This design comes from an exercise in tuning for small area and a short achievable clock period on the open sky130 flow, not from production work.
No functional check of the RTL was part of any run shown here.

==> flow/design.v, too long to show whole: its modules and the start of the top module <==
// module twiddle_gen: 78 lines
// module cmplx_mult_scale: 2272 lines
// module twiddle_mult: 27 lines
module twiddle_mult
#(
    parameter int DATA_W    = 32,
    parameter int START_CNT = 64
) (
    input  logic              clk,
    input  logic              rst_n,
    input  logic [7:0]        cnt,
    input  logic [DATA_W-1:0] data_in,
    output logic [DATA_W-1:0] data_out
);
  // ...
==> flow/run.sh <==
#!/bin/bash
# synth_recipe.tcl (not shown) runs the flow's synth.tcl, then flattens the netlist and writes it again
# the make line also repeats each setting of config.mk as NAME=value (left out here)
make -C /OpenROAD-flow-scripts/flow DESIGN_CONFIG=/design/flow/config.mk WORK_HOME=/design/flow/orfs CLKGATE_MAP_FILE= SYNTH_SCRIPT=/design/flow/synth_recipe.tcl finish
==> flow/config.mk <==
export PLATFORM = sky130hd
export DESIGN_NAME = twiddle_mult
export DESIGN_NICKNAME = twiddle_mult
export VERILOG_FILES = /design/flow/design.v
export SDC_FILE = /design/flow/constraint.sdc
export NUM_CORES = 4
export LEC_CHECK = 0
export CAP_MARGIN = 20
export CORE_MARGIN = 2
export CORE_UTILIZATION = 40
export SLEW_MARGIN = 20
==> flow/constraint.sdc <==
create_clock -name core_clock -period 8.0 [get_ports {clk}]
set_input_delay 1.6000 -clock core_clock [delete_from_list [all_inputs] [get_ports {clk}]]
set_output_delay 1.6000 -clock core_clock [all_outputs]
set_load 0.01 [all_outputs]
==> impl_metrics.json, run 1 <==
{
  "synth.ff_latch_count": 90,
  "hold_ws_ns": 1.21,
  "synth.distinct_cells": 68,
  "critPathMaxFanout": 10,
  "antenna_found_initial": 3,
  "cts_tree": "built",
  "die_height_um": 232,
  "ys_warn_count": 2,
  "synth_top_family_by_area": "adder cells",
  "clkSinkCount": 90,
  "stdcell_area_mm2": 0.0226,
  "final_common_cell": "inv_1",
  "synth_compound_area_share_pct": 19.1,
  "cp-startpoint": "data_in[25]",
  "post-route-period-util_pct": 94.6,
  "crit_end": "i_cmplx_mult_scale.data_out[15]",
  "first_global_vias": 18500,
  "root_buffer": "clkbuf_16",
  "grt_usage_pct": 25.7,
  "grt_pass1_wl_mm": 107,
  "yosys.area.top_type": "fa_1",
  "antenna_cells": 0,
  "dominant_cells": "multi-input gates",
  "ys_seq_area_share_pct": 8.63,
  "num-clock-buffers": 10,
  "finalSetupTns_ns": 0,
  "tap_cells": 680,
  "yosysTopAreaCellShare_pct": 30.3,
  "area_growth_pct": 8.48,
  "vias": 17800,
  "synth.area.mux_share_pct": 1.19,
  "holdBufCountCts": 0,
  "outcome": "finished clean"
}
==> module twiddle_gen, before the edit <==
module twiddle_gen (
    input  logic        clk,
    input  logic        rst_n,
    input  logic [7:0]  cnt,
    output logic [5:0]  cr_s1,
    output logic [5:0]  cr_s2,
    output logic [5:0]  cr_ng,
    output logic [5:0]  ci_s1,
    output logic [5:0]  ci_s2,
    output logic [5:0]  ci_ng,
    output logic [5:0]  mci_ng,
    output logic [25:0] k_re,
    output logic [25:0] k_im
);
    logic [4:0] pos;
    logic [4:0] idx_d;
    logic [4:0] idx_q;
    assign pos = cnt[4:0];
    always_comb begin
        case (cnt[7:5])
            3'd2: idx_d = pos;
            3'd3: idx_d = {pos[3:0], 1'b0};
            3'd4: idx_d = {pos[2:0], 2'b0};
            3'd5: idx_d = {pos[1:0], 3'b0};
            3'd6: idx_d = {pos[0], 4'b0};
            default: idx_d = 5'd0;
        endcase
    end
    always_ff @(posedge clk) begin
        if (!rst_n) idx_q <= 5'd0;
        else        idx_q <= idx_d;
    end
    always_comb begin
        case (idx_q)
            5'd0: begin cr_s1 = 6'd32; cr_s2 = 6'd0; cr_ng = 6'd0; ci_s1 = 6'd0; ci_s2 = 6'd0; ci_ng = 6'd0; mci_ng = 6'd0; k_re = 26'd22413312; k_im = 26'd22413312; end
            5'd1: begin cr_s1 = 6'd35; cr_s2 = 6'd0; cr_ng = 6'd3; ci_s1 = 6'd3; ci_s2 = 6'd12; ci_ng = 6'd11; mci_ng = 6'd4; k_re = 26'd22413333; k_im = 26'd22413386; end
            5'd2: begin cr_s1 = 6'd38; cr_s2 = 6'd0; cr_ng = 6'd6; ci_s1 = 6'd24; ci_s2 = 6'd2; ci_ng = 6'd18; mci_ng = 6'd8; k_re = 26'd22413396; k_im = 26'd22413592; end
            5'd3: begin cr_s1 = 6'd47; cr_s2 = 6'd0; cr_ng = 6'd9; ci_s1 = 6'd28; ci_s2 = 6'd3; ci_ng = 6'd25; mci_ng = 6'd6; k_re = 26'd22413397; k_im = 26'd22413698; end
            5'd4: begin cr_s1 = 6'd46; cr_s2 = 6'd1; cr_ng = 6'd13; ci_s1 = 6'd0; ci_s2 = 6'd26; ci_ng = 6'd18; mci_ng = 6'd8; k_re = 26'd22413457; k_im = 26'd22413653; end
            5'd5: begin cr_s1 = 6'd33; cr_s2 = 6'd10; cr_ng = 6'd9; ci_s1 = 6'd3; ci_s2 = 6'd20; ci_ng = 6'd18; mci_ng = 6'd5; k_re = 26'd22413394; k_im = 26'd22413637; end
            5'd6: begin cr_s1 = 6'd63; cr_s2 = 6'd0; cr_ng = 6'd17; ci_s1 = 6'd41; ci_s2 = 6'd18; ci_ng = 6'd41; mci_ng = 6'd18; k_re = 26'd22413829; k_im = 26'd22414658; end
            5'd7: begin cr_s1 = 6'd53; cr_s2 = 6'd2; cr_ng = 6'd17; ci_s1 = 6'd52; ci_s2 = 6'd11; ci_ng = 6'd37; mci_ng = 6'd26; k_re = 26'd22413893; k_im = 26'd22414610; end
            5'd8: begin cr_s1 = 6'd62; cr_s2 = 6'd0; cr_ng = 6'd24; ci_s1 = 6'd63; ci_s2 = 6'd0; ci_ng = 6'd39; mci_ng = 6'd24; k_re = 26'd22413952; k_im = 26'd22414677; end
            5'd9: begin cr_s1 = 6'd53; cr_s2 = 6'd10; cr_ng = 6'd26; ci_s1 = 6'd52; ci_s2 = 6'd2; ci_ng = 6'd38; mci_ng = 6'd16; k_re = 26'd22413892; k_im = 26'd22414680; end
            5'd10: begin cr_s1 = 6'd40; cr_s2 = 6'd18; cr_ng = 6'd18; ci_s1 = 6'd62; ci_s2 = 6'd0; ci_ng = 6'd46; mci_ng = 6'd16; k_re = 26'd22413828; k_im = 26'd22414680; end
            5'd11: begin cr_s1 = 6'd2; cr_s2 = 6'd21; cr_ng = 6'd5; ci_s1 = 6'd32; ci_s2 = 6'd10; ci_ng = 6'd34; mci_ng = 6'd8; k_re = 26'd22413393; k_im = 26'd22414357; end
            5'd12: begin cr_s1 = 6'd1; cr_s2 = 6'd26; cr_ng = 6'd9; ci_s1 = 6'd47; ci_s2 = 6'd0; ci_ng = 6'd34; mci_ng = 6'd13; k_re = 26'd22413458; k_im = 26'd22414405; end
            5'd13: begin cr_s1 = 6'd29; cr_s2 = 6'd2; cr_ng = 6'd6; ci_s1 = 6'd46; ci_s2 = 6'd0; ci_ng = 6'd38; mci_ng = 6'd8; k_re = 26'd22413396; k_im = 26'd22414376; end
            5'd14: begin cr_s1 = 6'd25; cr_s2 = 6'd2; cr_ng = 6'd9; ci_s1 = 6'd39; ci_s2 = 6'd0; ci_ng = 6'd33; mci_ng = 6'd6; k_re = 26'd22413397; k_im = 26'd22414402; end
            5'd15: begin cr_s1 = 6'd2; cr_s2 = 6'd12; cr_ng = 6'd4; ci_s1 = 6'd34; ci_s2 = 6'd0; ci_ng = 6'd32; mci_ng = 6'd2; k_re = 26'd22413332; k_im = 26'd22414352; end
            5'd16: begin cr_s1 = 6'd0; cr_s2 = 6'd0; cr_ng = 6'd0; ci_s1 = 6'd32; ci_s2 = 6'd0; ci_ng = 6'd32; mci_ng = 6'd0; k_re = 26'd22413312; k_im = 26'd22414336; end
            5'd17: begin cr_s1 = 6'd3; cr_s2 = 6'd12; cr_ng = 6'd11; ci_s1 = 6'd34; ci_s2 = 6'd0; ci_ng = 6'd32; mci_ng = 6'd2; k_re = 26'd22413385; k_im = 26'd22414405; end
            5'd18: begin cr_s1 = 6'd24; cr_s2 = 6'd2; cr_ng = 6'd18; ci_s1 = 6'd39; ci_s2 = 6'd0; ci_ng = 6'd33; mci_ng = 6'd6; k_re = 26'd22413592; k_im = 26'd22414597; end
            5'd19: begin cr_s1 = 6'd28; cr_s2 = 6'd3; cr_ng = 6'd25; ci_s1 = 6'd46; ci_s2 = 6'd0; ci_ng = 6'd38; mci_ng = 6'd8; k_re = 26'd22413697; k_im = 26'd22414677; end
            5'd20: begin cr_s1 = 6'd0; cr_s2 = 6'd26; cr_ng = 6'd18; ci_s1 = 6'd47; ci_s2 = 6'd0; ci_ng = 6'd34; mci_ng = 6'd13; k_re = 26'd22413653; k_im = 26'd22414600; end
            5'd21: begin cr_s1 = 6'd3; cr_s2 = 6'd20; cr_ng = 6'd18; ci_s1 = 6'd32; ci_s2 = 6'd10; ci_ng = 6'd34; mci_ng = 6'd8; k_re = 26'd22413636; k_im = 26'd22414600; end
            5'd22: begin cr_s1 = 6'd41; cr_s2 = 6'd18; cr_ng = 6'd41; ci_s1 = 6'd62; ci_s2 = 6'd0; ci_ng = 6'd46; mci_ng = 6'd16; k_re = 26'd22414657; k_im = 26'd22415509; end
            5'd23: begin cr_s1 = 6'd52; cr_s2 = 6'd11; cr_ng = 6'd37; ci_s1 = 6'd52; ci_s2 = 6'd2; ci_ng = 6'd38; mci_ng = 6'd16; k_re = 26'd22414609; k_im = 26'd22415397; end
            5'd24: begin cr_s1 = 6'd63; cr_s2 = 6'd0; cr_ng = 6'd39; ci_s1 = 6'd63; ci_s2 = 6'd0; ci_ng = 6'd39; mci_ng = 6'd24; k_re = 26'd22414677; k_im = 26'd22415402; end
            5'd25: begin cr_s1 = 6'd52; cr_s2 = 6'd2; cr_ng = 6'd38; ci_s1 = 6'd52; ci_s2 = 6'd11; ci_ng = 6'd37; mci_ng = 6'd26; k_re = 26'd22414680; k_im = 26'd22415397; end
            5'd26: begin cr_s1 = 6'd62; cr_s2 = 6'd0; cr_ng = 6'd46; ci_s1 = 6'd41; ci_s2 = 6'd18; ci_ng = 6'd41; mci_ng = 6'd18; k_re = 26'd22414680; k_im = 26'd22415509; end
            5'd27: begin cr_s1 = 6'd32; cr_s2 = 6'd10; cr_ng = 6'd34; ci_s1 = 6'd3; ci_s2 = 6'd20; ci_ng = 6'd18; mci_ng = 6'd5; k_re = 26'd22414357; k_im = 26'd22414600; end
            5'd28: begin cr_s1 = 6'd47; cr_s2 = 6'd0; cr_ng = 6'd34; ci_s1 = 6'd0; ci_s2 = 6'd26; ci_ng = 6'd18; mci_ng = 6'd8; k_re = 26'd22414404; k_im = 26'd22414600; end
            5'd29: begin cr_s1 = 6'd46; cr_s2 = 6'd0; cr_ng = 6'd38; ci_s1 = 6'd28; ci_s2 = 6'd3; ci_ng = 6'd25; mci_ng = 6'd6; k_re = 26'd22414376; k_im = 26'd22414677; end
            5'd30: begin cr_s1 = 6'd39; cr_s2 = 6'd0; cr_ng = 6'd33; ci_s1 = 6'd24; ci_s2 = 6'd2; ci_ng = 6'd18; mci_ng = 6'd8; k_re = 26'd22414401; k_im = 26'd22414597; end
            5'd31: begin cr_s1 = 6'd34; cr_s2 = 6'd0; cr_ng = 6'd32; ci_s1 = 6'd3; ci_s2 = 6'd12; ci_ng = 6'd11; mci_ng = 6'd4; k_re = 26'd22414352; k_im = 26'd22414405; end
            default: begin
                cr_s1 = '0;
                cr_s2 = '0;
                cr_ng = '0;
                ci_s1 = '0;
                ci_s2 = '0;
                ci_ng = '0;
                mci_ng = '0; k_re = '0; k_im = '0;
            end
        endcase
    end
endmodule
==> inputs of run 2 (changes only) <==
--- a/flow/design.v
+++ b/flow/design.v
@@ -42,51 +42,102 @@
         if (!rst_n) idx_q <= 5'd0;
         else        idx_q <= idx_d;
     end
-    always_comb begin
-        case (idx_q)
-            5'd0: begin cr_s1 = 6'd32; cr_s2 = 6'd0; cr_ng = 6'd0; ci_s1 = 6'd0; ci_s2 = 6'd0; ci_ng = 6'd0; mci_ng = 6'd0; k_re = 26'd22413312; k_im = 26'd22413312; end
-            5'd1: begin cr_s1 = 6'd35; cr_s2 = 6'd0; cr_ng = 6'd3; ci_s1 = 6'd3; ci_s2 = 6'd12; ci_ng = 6'd11; mci_ng = 6'd4; k_re = 26'd22413333; k_im = 26'd22413386; end
-            5'd2: begin cr_s1 = 6'd38; cr_s2 = 6'd0; cr_ng = 6'd6; ci_s1 = 6'd24; ci_s2 = 6'd2; ci_ng = 6'd18; mci_ng = 6'd8; k_re = 26'd22413396; k_im = 26'd22413592; end
-            5'd3: begin cr_s1 = 6'd47; cr_s2 = 6'd0; cr_ng = 6'd9; ci_s1 = 6'd28; ci_s2 = 6'd3; ci_ng = 6'd25; mci_ng = 6'd6; k_re = 26'd22413397; k_im = 26'd22413698; end
-            5'd4: begin cr_s1 = 6'd46; cr_s2 = 6'd1; cr_ng = 6'd13; ci_s1 = 6'd0; ci_s2 = 6'd26; ci_ng = 6'd18; mci_ng = 6'd8; k_re = 26'd22413457; k_im = 26'd22413653; end
-            5'd5: begin cr_s1 = 6'd33; cr_s2 = 6'd10; cr_ng = 6'd9; ci_s1 = 6'd3; ci_s2 = 6'd20; ci_ng = 6'd18; mci_ng = 6'd5; k_re = 26'd22413394; k_im = 26'd22413637; end
-            5'd6: begin cr_s1 = 6'd63; cr_s2 = 6'd0; cr_ng = 6'd17; ci_s1 = 6'd41; ci_s2 = 6'd18; ci_ng = 6'd41; mci_ng = 6'd18; k_re = 26'd22413829; k_im = 26'd22414658; end
-            5'd7: begin cr_s1 = 6'd53; cr_s2 = 6'd2; cr_ng = 6'd17; ci_s1 = 6'd52; ci_s2 = 6'd11; ci_ng = 6'd37; mci_ng = 6'd26; k_re = 26'd22413893; k_im = 26'd22414610; end
-            5'd8: begin cr_s1 = 6'd62; cr_s2 = 6'd0; cr_ng = 6'd24; ci_s1 = 6'd63; ci_s2 = 6'd0; ci_ng = 6'd39; mci_ng = 6'd24; k_re = 26'd22413952; k_im = 26'd22414677; end
-            5'd9: begin cr_s1 = 6'd53; cr_s2 = 6'd10; cr_ng = 6'd26; ci_s1 = 6'd52; ci_s2 = 6'd2; ci_ng = 6'd38; mci_ng = 6'd16; k_re = 26'd22413892; k_im = 26'd22414680; end
-            5'd10: begin cr_s1 = 6'd40; cr_s2 = 6'd18; cr_ng = 6'd18; ci_s1 = 6'd62; ci_s2 = 6'd0; ci_ng = 6'd46; mci_ng = 6'd16; k_re = 26'd22413828; k_im = 26'd22414680; end
-            5'd11: begin cr_s1 = 6'd2; cr_s2 = 6'd21; cr_ng = 6'd5; ci_s1 = 6'd32; ci_s2 = 6'd10; ci_ng = 6'd34; mci_ng = 6'd8; k_re = 26'd22413393; k_im = 26'd22414357; end
-            5'd12: begin cr_s1 = 6'd1; cr_s2 = 6'd26; cr_ng = 6'd9; ci_s1 = 6'd47; ci_s2 = 6'd0; ci_ng = 6'd34; mci_ng = 6'd13; k_re = 26'd22413458; k_im = 26'd22414405; end
-            5'd13: begin cr_s1 = 6'd29; cr_s2 = 6'd2; cr_ng = 6'd6; ci_s1 = 6'd46; ci_s2 = 6'd0; ci_ng = 6'd38; mci_ng = 6'd8; k_re = 26'd22413396; k_im = 26'd22414376; end
-            5'd14: begin cr_s1 = 6'd25; cr_s2 = 6'd2; cr_ng = 6'd9; ci_s1 = 6'd39; ci_s2 = 6'd0; ci_ng = 6'd33; mci_ng = 6'd6; k_re = 26'd22413397; k_im = 26'd22414402; end
-            5'd15: begin cr_s1 = 6'd2; cr_s2 = 6'd12; cr_ng = 6'd4; ci_s1 = 6'd34; ci_s2 = 6'd0; ci_ng = 6'd32; mci_ng = 6'd2; k_re = 26'd22413332; k_im = 26'd22414352; end
-            5'd16: begin cr_s1 = 6'd0; cr_s2 = 6'd0; cr_ng = 6'd0; ci_s1 = 6'd32; ci_s2 = 6'd0; ci_ng = 6'd32; mci_ng = 6'd0; k_re = 26'd22413312; k_im = 26'd22414336; end
-            5'd17: begin cr_s1 = 6'd3; cr_s2 = 6'd12; cr_ng = 6'd11; ci_s1 = 6'd34; ci_s2 = 6'd0; ci_ng = 6'd32; mci_ng = 6'd2; k_re = 26'd22413385; k_im = 26'd22414405; end
-            5'd18: begin cr_s1 = 6'd24; cr_s2 = 6'd2; cr_ng = 6'd18; ci_s1 = 6'd39; ci_s2 = 6'd0; ci_ng = 6'd33; mci_ng = 6'd6; k_re = 26'd22413592; k_im = 26'd22414597; end
-            5'd19: begin cr_s1 = 6'd28; cr_s2 = 6'd3; cr_ng = 6'd25; ci_s1 = 6'd46; ci_s2 = 6'd0; ci_ng = 6'd38; mci_ng = 6'd8; k_re = 26'd22413697; k_im = 26'd22414677; end
-            5'd20: begin cr_s1 = 6'd0; cr_s2 = 6'd26; cr_ng = 6'd18; ci_s1 = 6'd47; ci_s2 = 6'd0; ci_ng = 6'd34; mci_ng = 6'd13; k_re = 26'd22413653; k_im = 26'd22414600; end
-            5'd21: begin cr_s1 = 6'd3; cr_s2 = 6'd20; cr_ng = 6'd18; ci_s1 = 6'd32; ci_s2 = 6'd10; ci_ng = 6'd34; mci_ng = 6'd8; k_re = 26'd22413636; k_im = 26'd22414600; end
-            5'd22: begin cr_s1 = 6'd41; cr_s2 = 6'd18; cr_ng = 6'd41; ci_s1 = 6'd62; ci_s2 = 6'd0; ci_ng = 6'd46; mci_ng = 6'd16; k_re = 26'd22414657; k_im = 26'd22415509; end
-            5'd23: begin cr_s1 = 6'd52; cr_s2 = 6'd11; cr_ng = 6'd37; ci_s1 = 6'd52; ci_s2 = 6'd2; ci_ng = 6'd38; mci_ng = 6'd16; k_re = 26'd22414609; k_im = 26'd22415397; end
-            5'd24: begin cr_s1 = 6'd63; cr_s2 = 6'd0; cr_ng = 6'd39; ci_s1 = 6'd63; ci_s2 = 6'd0; ci_ng = 6'd39; mci_ng = 6'd24; k_re = 26'd22414677; k_im = 26'd22415402; end
-            5'd25: begin cr_s1 = 6'd52; cr_s2 = 6'd2; cr_ng = 6'd38; ci_s1 = 6'd52; ci_s2 = 6'd11; ci_ng = 6'd37; mci_ng = 6'd26; k_re = 26'd22414680; k_im = 26'd22415397; end
-            5'd26: begin cr_s1 = 6'd62; cr_s2 = 6'd0; cr_ng = 6'd46; ci_s1 = 6'd41; ci_s2 = 6'd18; ci_ng = 6'd41; mci_ng = 6'd18; k_re = 26'd22414680; k_im = 26'd22415509; end
-            5'd27: begin cr_s1 = 6'd32; cr_s2 = 6'd10; cr_ng = 6'd34; ci_s1 = 6'd3; ci_s2 = 6'd20; ci_ng = 6'd18; mci_ng = 6'd5; k_re = 26'd22414357; k_im = 26'd22414600; end
-            5'd28: begin cr_s1 = 6'd47; cr_s2 = 6'd0; cr_ng = 6'd34; ci_s1 = 6'd0; ci_s2 = 6'd26; ci_ng = 6'd18; mci_ng = 6'd8; k_re = 26'd22414404; k_im = 26'd22414600; end
-            5'd29: begin cr_s1 = 6'd46; cr_s2 = 6'd0; cr_ng = 6'd38; ci_s1 = 6'd28; ci_s2 = 6'd3; ci_ng = 6'd25; mci_ng = 6'd6; k_re = 26'd22414376; k_im = 26'd22414677; end
-            5'd30: begin cr_s1 = 6'd39; cr_s2 = 6'd0; cr_ng = 6'd33; ci_s1 = 6'd24; ci_s2 = 6'd2; ci_ng = 6'd18; mci_ng = 6'd8; k_re = 26'd22414401; k_im = 26'd22414597; end
-            5'd31: begin cr_s1 = 6'd34; cr_s2 = 6'd0; cr_ng = 6'd32; ci_s1 = 6'd3; ci_s2 = 6'd12; ci_ng = 6'd11; mci_ng = 6'd4; k_re = 26'd22414352; k_im = 26'd22414405; end
-            default: begin
-                cr_s1 = '0;
-                cr_s2 = '0;
-                cr_ng = '0;
-                ci_s1 = '0;
-                ci_s2 = '0;
-                ci_ng = '0;
-                mci_ng = '0; k_re = '0; k_im = '0;
-            end
-        endcase
-    end
+    logic [31:0] oh;
+    assign oh = 32'd1 << idx_q;
+    assign cr_s1[0] = |(oh & 32'h516272ea);
+    assign cr_s1[1] = |(oh & 32'hf522895e);
+    assign cr_s1[2] = |(oh & 32'h778823dc);
+    assign cr_s1[3] = |(oh & 32'h354c6558);
+    assign cr_s1[4] = |(oh & 32'h078c63c0);
+    assign cr_s1[5] = |(oh & 32'hffc007ff);
+    assign cr_s2[0] = |(oh & 32'h00880810);
+    assign cr_s2[1] = |(oh & 32'h0adc76a0);
+    assign cr_s2[2] = |(oh & 32'h00228800);
+    assign cr_s2[3] = |(oh & 32'h08929220);
+    assign cr_s2[4] = |(oh & 32'h00701c00);
+    assign cr_s2[5] = |(oh & 32'h00000000);
+    assign cr_ng[0] = |(oh & 32'h41ca58fa);
+    assign cr_ng[1] = |(oh & 32'h3f362606);
+    assign cr_ng[2] = |(oh & 32'h2780a814);
+    assign cr_ng[3] = |(oh & 32'h044a5338);
+    assign cr_ng[4] = |(oh & 32'h003c07c0);
+    assign cr_ng[5] = |(oh & 32'hffc00000);
+    assign ci_s1[0] = |(oh & 32'h8d145162);
+    assign ci_s1[1] = |(oh & 32'h895ef522);
+    assign ci_s1[2] = |(oh & 32'h23dc7788);
+    assign ci_s1[3] = |(oh & 32'h6558354c);
+    assign ci_s1[4] = |(oh & 32'h63c0078c);
+    assign ci_s1[5] = |(oh & 32'h07ffffc0);
+    assign ci_s2[0] = |(oh & 32'h22000088);
+    assign ci_s2[1] = |(oh & 32'h76a00adc);
+    assign ci_s2[2] = |(oh & 32'h88000022);
+    assign ci_s2[3] = |(oh & 32'h92200892);
+    assign ci_s2[4] = |(oh & 32'h1c000070);
+    assign ci_s2[5] = |(oh & 32'h00000000);
+    assign ci_ng[0] = |(oh & 32'ha70441ca);
+    assign ci_ng[1] = |(oh & 32'hd9f83f36);
+    assign ci_ng[2] = |(oh & 32'h03c82780);
+    assign ci_ng[3] = |(oh & 32'ha440044a);
+    assign ci_ng[4] = |(oh & 32'h7800003c);
+    assign ci_ng[5] = |(oh & 32'h07ffffc0);
+    assign mci_ng[0] = |(oh & 32'h08101020);
+    assign mci_ng[1] = |(oh & 32'h2606c0c8);
+    assign mci_ng[2] = |(oh & 32'ha814502a);
+    assign mci_ng[3] = |(oh & 32'h53383994);
+    assign mci_ng[4] = |(oh & 32'h07c007c0);
+    assign mci_ng[5] = |(oh & 32'h00000000);
+    assign k_re[0] = |(oh & 32'h49da48da);
+    assign k_re[1] = |(oh & 32'h00001020);
+    assign k_re[2] = |(oh & 32'h1930e6ce);
+    assign k_re[3] = |(oh & 32'h26060000);
+    assign k_re[4] = |(oh & 32'h8f94f83e);
+    assign k_re[5] = |(oh & 32'h20000000);
+    assign k_re[6] = |(oh & 32'h57726aac);
+    assign k_re[7] = |(oh & 32'h00081110);
+    assign k_re[8] = |(oh & 32'h07fc0000);
+    assign k_re[9] = |(oh & 32'h000007c0);
+    assign k_re[10] = |(oh & 32'hffc00000);
+    assign k_re[11] = |(oh & 32'h00000000);
+    assign k_re[12] = |(oh & 32'h00000000);
+    assign k_re[13] = |(oh & 32'h00000000);
+    assign k_re[14] = |(oh & 32'h00000000);
+    assign k_re[15] = |(oh & 32'h00000000);
+    assign k_re[16] = |(oh & 32'h00000000);
+    assign k_re[17] = |(oh & 32'hffffffff);
+    assign k_re[18] = |(oh & 32'hffffffff);
+    assign k_re[19] = |(oh & 32'h00000000);
+    assign k_re[20] = |(oh & 32'hffffffff);
+    assign k_re[21] = |(oh & 32'h00000000);
+    assign k_re[22] = |(oh & 32'hffffffff);
+    assign k_re[23] = |(oh & 32'h00000000);
+    assign k_re[24] = |(oh & 32'hffffffff);
+    assign k_re[25] = |(oh & 32'h00000000);
+    assign k_im[0] = |(oh & 32'he6ce1930);
+    assign k_im[1] = |(oh & 32'h010040ca);
+    assign k_im[2] = |(oh & 32'he6ce1930);
+    assign k_im[3] = |(oh & 32'h19302606);
+    assign k_im[4] = |(oh & 32'h24488f94);
+    assign k_im[5] = |(oh & 32'h03802000);
+    assign k_im[6] = |(oh & 32'ha00a5772);
+    assign k_im[7] = |(oh & 32'h04400008);
+    assign k_im[8] = |(oh & 32'h783c07fc);
+    assign k_im[9] = |(oh & 32'h00000000);
+    assign k_im[10] = |(oh & 32'hf83fffc0);
+    assign k_im[11] = |(oh & 32'h07c00000);
+    assign k_im[12] = |(oh & 32'h00000000);
+    assign k_im[13] = |(oh & 32'h00000000);
+    assign k_im[14] = |(oh & 32'h00000000);
+    assign k_im[15] = |(oh & 32'h00000000);
+    assign k_im[16] = |(oh & 32'h00000000);
+    assign k_im[17] = |(oh & 32'hffffffff);
+    assign k_im[18] = |(oh & 32'hffffffff);
+    assign k_im[19] = |(oh & 32'h00000000);
+    assign k_im[20] = |(oh & 32'hffffffff);
+    assign k_im[21] = |(oh & 32'h00000000);
+    assign k_im[22] = |(oh & 32'hffffffff);
+    assign k_im[23] = |(oh & 32'h00000000);
+    assign k_im[24] = |(oh & 32'hffffffff);
+    assign k_im[25] = |(oh & 32'h00000000);
 endmodule
 module cmplx_mult_scale (
     input  logic        clk,
--- a/flow/config.mk
+++ b/flow/config.mk
@@ -8,4 +8,6 @@
 export CAP_MARGIN = 20
 export CORE_MARGIN = 2
 export CORE_UTILIZATION = 40
+export SETUP_SLACK_MARGIN = 2
 export SLEW_MARGIN = 20
+export TNS_END_PERCENT = 100
==> run 2 against run 1 <==
Net effect: still clean; synthesized area is 2.7% lower; utilization rose by 9.6 points; final cell count is 9.2% higher; global-route usage is 3.3 points higher; sequential share of layout area decreased by 5.2 points; largest cell class unchanged; highest routed layer is now met4.
==> impl_metrics.json, run 2 <==
{
  "outcome": "finished clean",
  "h-tree-depth": 2,
  "numCtsBuffers": 5,
  "synth.top_cells.by_count": "inv_1, fa_1, a22oi_1",
  "start_util_pct": 40.4,
  "min_from": "i_twiddle_gen.idx_q[3]",
  "r2r-start": "i_twiddle_gen.idx_q[0]",
  "io_pins": 74,
  "netlist_area_mm2": 0.0203,
  "final_common_cell": "inv_1",
  "ys_seq_area_share_pct": 3.65,
  "seq_area_um2": 759,
  "pre_cts_ws_ns": 0.453,
  "largest_reg_flops": 32,
  "synth.distinct_cells": 87,
  "grt_overflow": 0,
  "holdBufCountCts": 0,
  "cap_violations": 0,
  "grt_usage_pct": 29.0,
  "fmax_ghz": 0.162,
  "syn_inst": 2476,
  "fin_crit_ns": 6.18,
  "maxSlewViolCount": 0,
  "crit_buf_inv": 6,
  "synth_edf_count": 0,
  "fin_util_pct": 53.6,
  "cp-startpoint": "i_twiddle_gen.idx_q[0]",
  "synthArstFlopShare_pct": 0,
  "required_ns": 8.20,
  "rsz0062_at_grt": "yes",
  "syn_nets": 2917,
  "skew_ns": 0.00476,
  "final_cell_mix": "inv_1, fa_1, a22oi_1",
  "antenna_found_initial": 0,
  "worst-setup-path-type": "flip-flop to flip-flop",
  "grt_max_degree": 43,
  "top_register": "i_cmplx_mult_scale.data_out",
  "clk_latency_ns": 0.30,
  "slowest_stage": "fa_1",
  "cts.clk_slew.worst_paths_ns": 0.06,
  "synth.ff_latch_count": 37,
  "critPathMaxFanout": 15,
  "avgSynthCellArea_um2": 8.20,
  "drt_first_pass_iters": 8,
  "place.gp.congestion": 0.970,
  "wirelength_mm": 80.0,
  "rows": 82,
  "crit_top_cell": "fa_1",
  "drt.antenna.violating_nets": 0,
  "drive_above_1_share_pct": 28.1,
  "post-route-period-util_pct": 77.3,
  "multiInputGateArea_mm2": 0.0193,
  "vias_per_cell": 6.02,
  "ys_warn_count": 2,
  "drc": 0,
  "chipWidth_um": 229,
  "first_global_vias": 19500,
  "vias": 20100,
  "root_buffer": "clkbuf_16",
  "yosysTopAreaCellShare_pct": 31.2,
  "hp-class": "flip-flop to flip-flop",
  "fill_cells": 4463,
  "die_height_um": 229,
  "clock_path_buffers": 2,
  "wl_per_cell_um": 24.0,
  "grt_pass1_wl_mm": 117,
  "finalHoldViolations": 0,
  "yosys.cell_count.top_type": "inv_1",
  "ys.flop_type": "dfxtp_1",
  "worstPathArrival_ns": 6.38,
  "clkSinkCount": 37,
  "antenna_cells": 0,
  "fin_ws_ns": 1.82,
  "nets": 3106,
  "netlist_top_cells_area": "fa_1, a22oi_1, xnor2_1, xor2_1, inv_1",
  "critPathLaunchType": "flip-flop",
  "yosys.area.top_type": "fa_1",
  "drt_iter0_markers": 2572,
  "worst_path_largest_cell_delay_ns": 0.55,
  "core_mm2": 0.0502,
  "tightest_slew_ns": 0.735,
  "dpl.hpwl_mm": 54.7,
  "setup_viol": 0,
  "die_area_mm2": 0.0526,
  "cp-end-kind": "flip-flop",
  "finalSetupTns_ns": 0,
  "port_buffers": 73,
  "relSlewSlack_pct": 50.5,
  "cts_tree": "built",
  "area_growth_pct": 32.5,
  "cp_top_family": "adder cells"
}
[run 2: cell types whose count changed in the layout (fill, tap and decap cells not counted), moves of 44 or more]
cell     delta
a22oi_1    -78
buf_12     +44
buf_6      +45
ha_1       -45
dfxtp_1    -49
xor2_1     -50
a22oi_2    +71
buf_4     +126
[run 2: area by class of cell]
type	count	area share (%)
multi-input cells	1851	71.7
repair buffers	405	16.6
inverters	365	5.14
well taps	672	3.13
flip-flops and latches	37	2.82
clock buffers	5	0.465
clock inverters	3	0.0652
[run 2: cell families after synthesis]
kind of cell,after synthesis,synth area share (%)
xor gates and xnor gates,359,15.5
adders and majority gates,399,36.3
DFF,37,3.65
AOI/OAI and AO/OA,677,22.8
buffers and inverters,588,11.5
muxes,23,1.17
and+or+nand+nor,393,9.07
[run 2: path summary, 6_finish.rpt]
kind / to / slack, ns / cells after the start
setup / recovery: i_cmplx_mult_scale.data_out[30] / 1.82 / 25
hold / removal: i_cmplx_mult_scale.data_out[31] / 1.58 / 7
setup reg to reg: i_cmplx_mult_scale.data_out[30] / 1.82 / 25
hold reg to reg: i_cmplx_mult_scale.data_out[31] / 1.58 / 7
[run 2: layer usage]
metal  share of wire [%]  vias up  global-route usage (%)
li1                    -     8588                       -
met1                  39    10000                    38.7
met2                  44     1228                    44.0
met3                  11      236                    7.03
met4                 5.9        0                    13.6
met5                   0        -                       0
[run 2: metrics by stage]
step | instance area [um^2] | hold WS (ns) | cells
global route | 26900 | 1.60 | 3338
global placement | 22300 | 1.46 | 3134
finish | 26900 | 1.58 | 3338
detailed placement | 22300 | 1.46 | 3135
CTS | 24600 | 1.49 | 3242
floorplan | 20600 | 1.14 | 2476
[run 2: worst register-to-register path: cells and delay by family, from the launching register on]
kind / cells / cell delay [ns]
xor+xnor: 2 / 0.38
flops: 1 / 0.38
buf+inv: 6 / 0.87
simple gates: 3 / 0.45
compound gates: 8 / 1.41
fa+ha+maj: 6 / 2.59
[run 2: repair_timing]
item,4_1_cts,5_1_grt
setup endpoints to repair,32,27
gates resized for setup,389,330
gates cloned,15,5
pin swaps,62,227
setup buffers,84,90
==> inputs of run 3 (changes only) <==
--- a/flow/config.mk
+++ b/flow/config.mk
@@ -8,6 +8,6 @@
 export CAP_MARGIN = 20
 export CORE_MARGIN = 2
 export CORE_UTILIZATION = 40
-export SETUP_SLACK_MARGIN = 2
+export SETUP_SLACK_MARGIN = 3
 export SLEW_MARGIN = 20
 export TNS_END_PERCENT = 100
==> run 3 against run 2 <==
Net effect: non-clock buffer count rose by 47; via count rose by 2.5%; final cell count rose by 1.4%; register-to-register slack got worse by 0.05 ns; wire length rose by 11%; synthesized cell count did not move; setup slack got worse by 0.050 ns; hold slack got worse by 0.015 ns; highest routed layer is now met5; flip-flop and latch count did not move.
==> impl_metrics.json, run 3 <==
{
  "outcome": "finished clean",
  "finalHoldViolations": 0,
  "yosys.area.top_type": "fa_1",
  "critPathLaunchType": "flip-flop",
  "relSlewSlack_pct": 23.5,
  "wl_per_cell_um": 26.2,
  "grt_pass1_wl_mm": 132,
  "netlist_top_cells_area": "fa_1, a22oi_1, xnor2_1, xor2_1, inv_1",
  "start_util_pct": 40.4,
  "die_height_um": 229,
  "setup_viol": 0,
  "area_growth_pct": 34.8,
  "clock_path_buffers": 2,
  "ys.flop_type": "dfxtp_1",
  "vias": 20600,
  "cts.clk_slew.worst_paths_ns": 0.07,
  "final_common_cell": "inv_1",
  "dpl.hpwl_mm": 61.2,
  "drc": 0,
  "worst-setup-path-type": "flip-flop to flip-flop",
  "drt.antenna.violating_nets": 0,
  "fmax_ghz": 0.160,
  "fin_util_pct": 54.5,
  "wirelength_mm": 88.5,
  "clkSinkCount": 37,
  "worstPathArrival_ns": 6.46,
  "maxSlewViolCount": 0,
  "antenna_found_initial": 2,
  "clk_latency_ns": 0.33,
  "first_global_vias": 21400,
  "tightest_slew_ns": 1.14,
  "hold_ws_ns": 1.56,
  "grt_max_degree": 55,
  "synthArstFlopShare_pct": 0,
  "avgSynthCellArea_um2": 8.20,
  "synth_edf_count": 0,
  "ys_warn_count": 2,
  "synth.top_cells.by_count": "inv_1, fa_1, a22oi_1",
  "ys_seq_area_share_pct": 3.65,
  "post-route-period-util_pct": 77.9,
  "io_pins": 74,
  "drt_iter0_markers": 2377,
  "cap_violations": 0,
  "antenna_cells": 0,
  "nets": 3153,
  "rows": 82,
  "skew_ns": 0.0107,
  "synth.ff_latch_count": 37,
  "finalSetupTns_ns": 0,
  "core_mm2": 0.0502,
  "fin_crit_ns": 6.23,
  "final_cell_mix": "inv_1, fa_1, buf_4",
  "largest_reg_flops": 32,
  "cts_tree": "built",
  "rsz0062_at_grt": "yes",
  "drt_first_pass_iters": 6,
  "top_register": "i_cmplx_mult_scale.data_out",
  "required_ns": 8.23,
  "hp-class": "flip-flop to flip-flop",
  "die_area_mm2": 0.0526,
  "yosys.cell_count.top_type": "inv_1",
  "place.gp.congestion": 0.971,
  "grt_overflow": 0,
  "syn_inst": 2476,
  "numCtsBuffers": 5,
  "critPathMaxFanout": 7,
  "fill_cells": 4438,
  "chipWidth_um": 229,
  "syn_nets": 2917,
  "cp-end-kind": "flip-flop",
  "drive_above_1_share_pct": 30.7,
  "vias_per_cell": 6.08,
  "port_buffers": 73,
  "synth.distinct_cells": 87,
  "h-tree-depth": 2,
  "yosysTopAreaCellShare_pct": 31.2,
  "root_buffer": "clkbuf_16",
  "netlist_area_mm2": 0.0203,
  "grt_usage_pct": 33.1
}
## run 3: cell type report
cell class                 instances  area (um^2)  share of cell area [%]
inverter                         365         1390                    5.09
tap                              672          841                    3.07
clock buffer                       6          129                   0.471
multi-input combinational       1851        19400                    71.0
timing repair buffer             452         4800                    17.6
clock inverter                     2         10.0                  0.0366
sequential                        37          759                    2.78
## run 3: cell families (layout without fill, tap and decap cells)
group | after synthesis | in the layout | synth area share, %
flops | 37 | 37 | 3.65
simple gates | 393 | 393 | 9.07
mux | 23 | 23 | 1.17
xor+xnor | 359 | 359 | 15.5
compound gates | 677 | 677 | 22.8
fa+ha+maj | 399 | 399 | 36.3
buf+inv | 588 | 825 | 11.5
## run 3: critical path, cell delays in order (launching register included)
cell and delay [ns]:
dfxtp_4 0.39, buf_12 0.13, buf_16 0.14, or3b_4 0.40
a21oi_2 0.17, a31oi_2 0.07, o21ai_4 0.11, buf_12 0.15
buf_12 0.10, buf_16 0.11, a22oi_2 0.07, xor2_1 0.26
fa_2 0.51, fa_2 0.49, fa_2 0.38, fa_1 0.49
fa_1 0.51, ha_4 0.32, nand4_1 0.14, or2_4 0.29
a21oi_4 0.19, or2_4 0.17, or4b_1 0.44, o311ai_1 0.08
## run 3: path summary, 6_finish.rpt
path	to	depth (start not counted)	start	slack, ns
hold / removal	i_cmplx_mult_scale.data_out[31]	6	i_twiddle_gen.idx_q[4]	1.56
setup / recovery	i_cmplx_mult_scale.data_out[9]	23	i_twiddle_gen.idx_q[3]	1.77
hold reg to reg	i_cmplx_mult_scale.data_out[31]	6	i_twiddle_gen.idx_q[4]	1.56
setup reg to reg	i_cmplx_mult_scale.data_out[9]	23	i_twiddle_gen.idx_q[3]	1.77
## run 3: repair_timing
action                                 in CTS  in global routing
pin swaps                                 159                141
setup endpoints to repair                  32                 32
gates resized for setup                   594                105
endpoints found under the hold margin       0                  0
setup buffers                             176                 42
cloned                                     14                  4
hold buffers                                0                  0
## run 3: through the flow
| step | worst slack [ns] | cells | instance area, um^2 |
|---|---|---|---|
| 2_1_floorplan | 1.96 | 2476 | 21200 |
| 3_3_place_gp | 0.561 | 3141 | 22700 |
| 3_5_place_dp | 0.515 | 3141 | 22700 |
| 4_1_cts | 1.94 | 3339 | 26500 |
| 5_1_grt | 1.65 | 3385 | 27400 |
| 6_report | 1.77 | 3385 | 27400 |
## run 3: per-layer routing
metal / vias up / global-route usage (%) / part of all wire [%]
met3: 396 / 6.84 / 10
met4: 2 / 21.6 / 7.9
li1: 8665 / - / -
met2: 1297 / 51.5 / 44
met1: 10200 / 41.7 / 38
met5: - / 0 / 0.015

static timing again, ports no longer ideal:
The results above use ideal ports. As a check the final layouts listed here were re-extracted and re-timed, cells and wires unchanged. Step 1: set_driving_cell puts a clkbuf_16 on clk and a buf_2 on each other input, an assumption about the parent block. Step 2, shift: input delay + t, output delay - t, t = (earliest + latest rising clock arrival at the registers) / 2. This alone moves slack from input paths to output paths. Slacks: no drivers / after step 1 / after step 2; pairs: no drivers / after step 1.
run	t (ns)	setup slack, ns	clock arrival spread, ns	pins driven straight from the clock port
run 1	0.443	0.432 / 0.464 / 0.022	0.011 / 0.011	1
run 2	0.352	1.818 / 1.818 / 1.488	0.005 / 0.005	1
run 3	0.383	1.768 / 1.768 / 1.434	0.015 / 0.015	1
After both steps setup and hold are still met in every run listed. The setup slack of run 1, which loses most, moves by +0.032 ns with the drivers and by -0.410 ns with both steps.
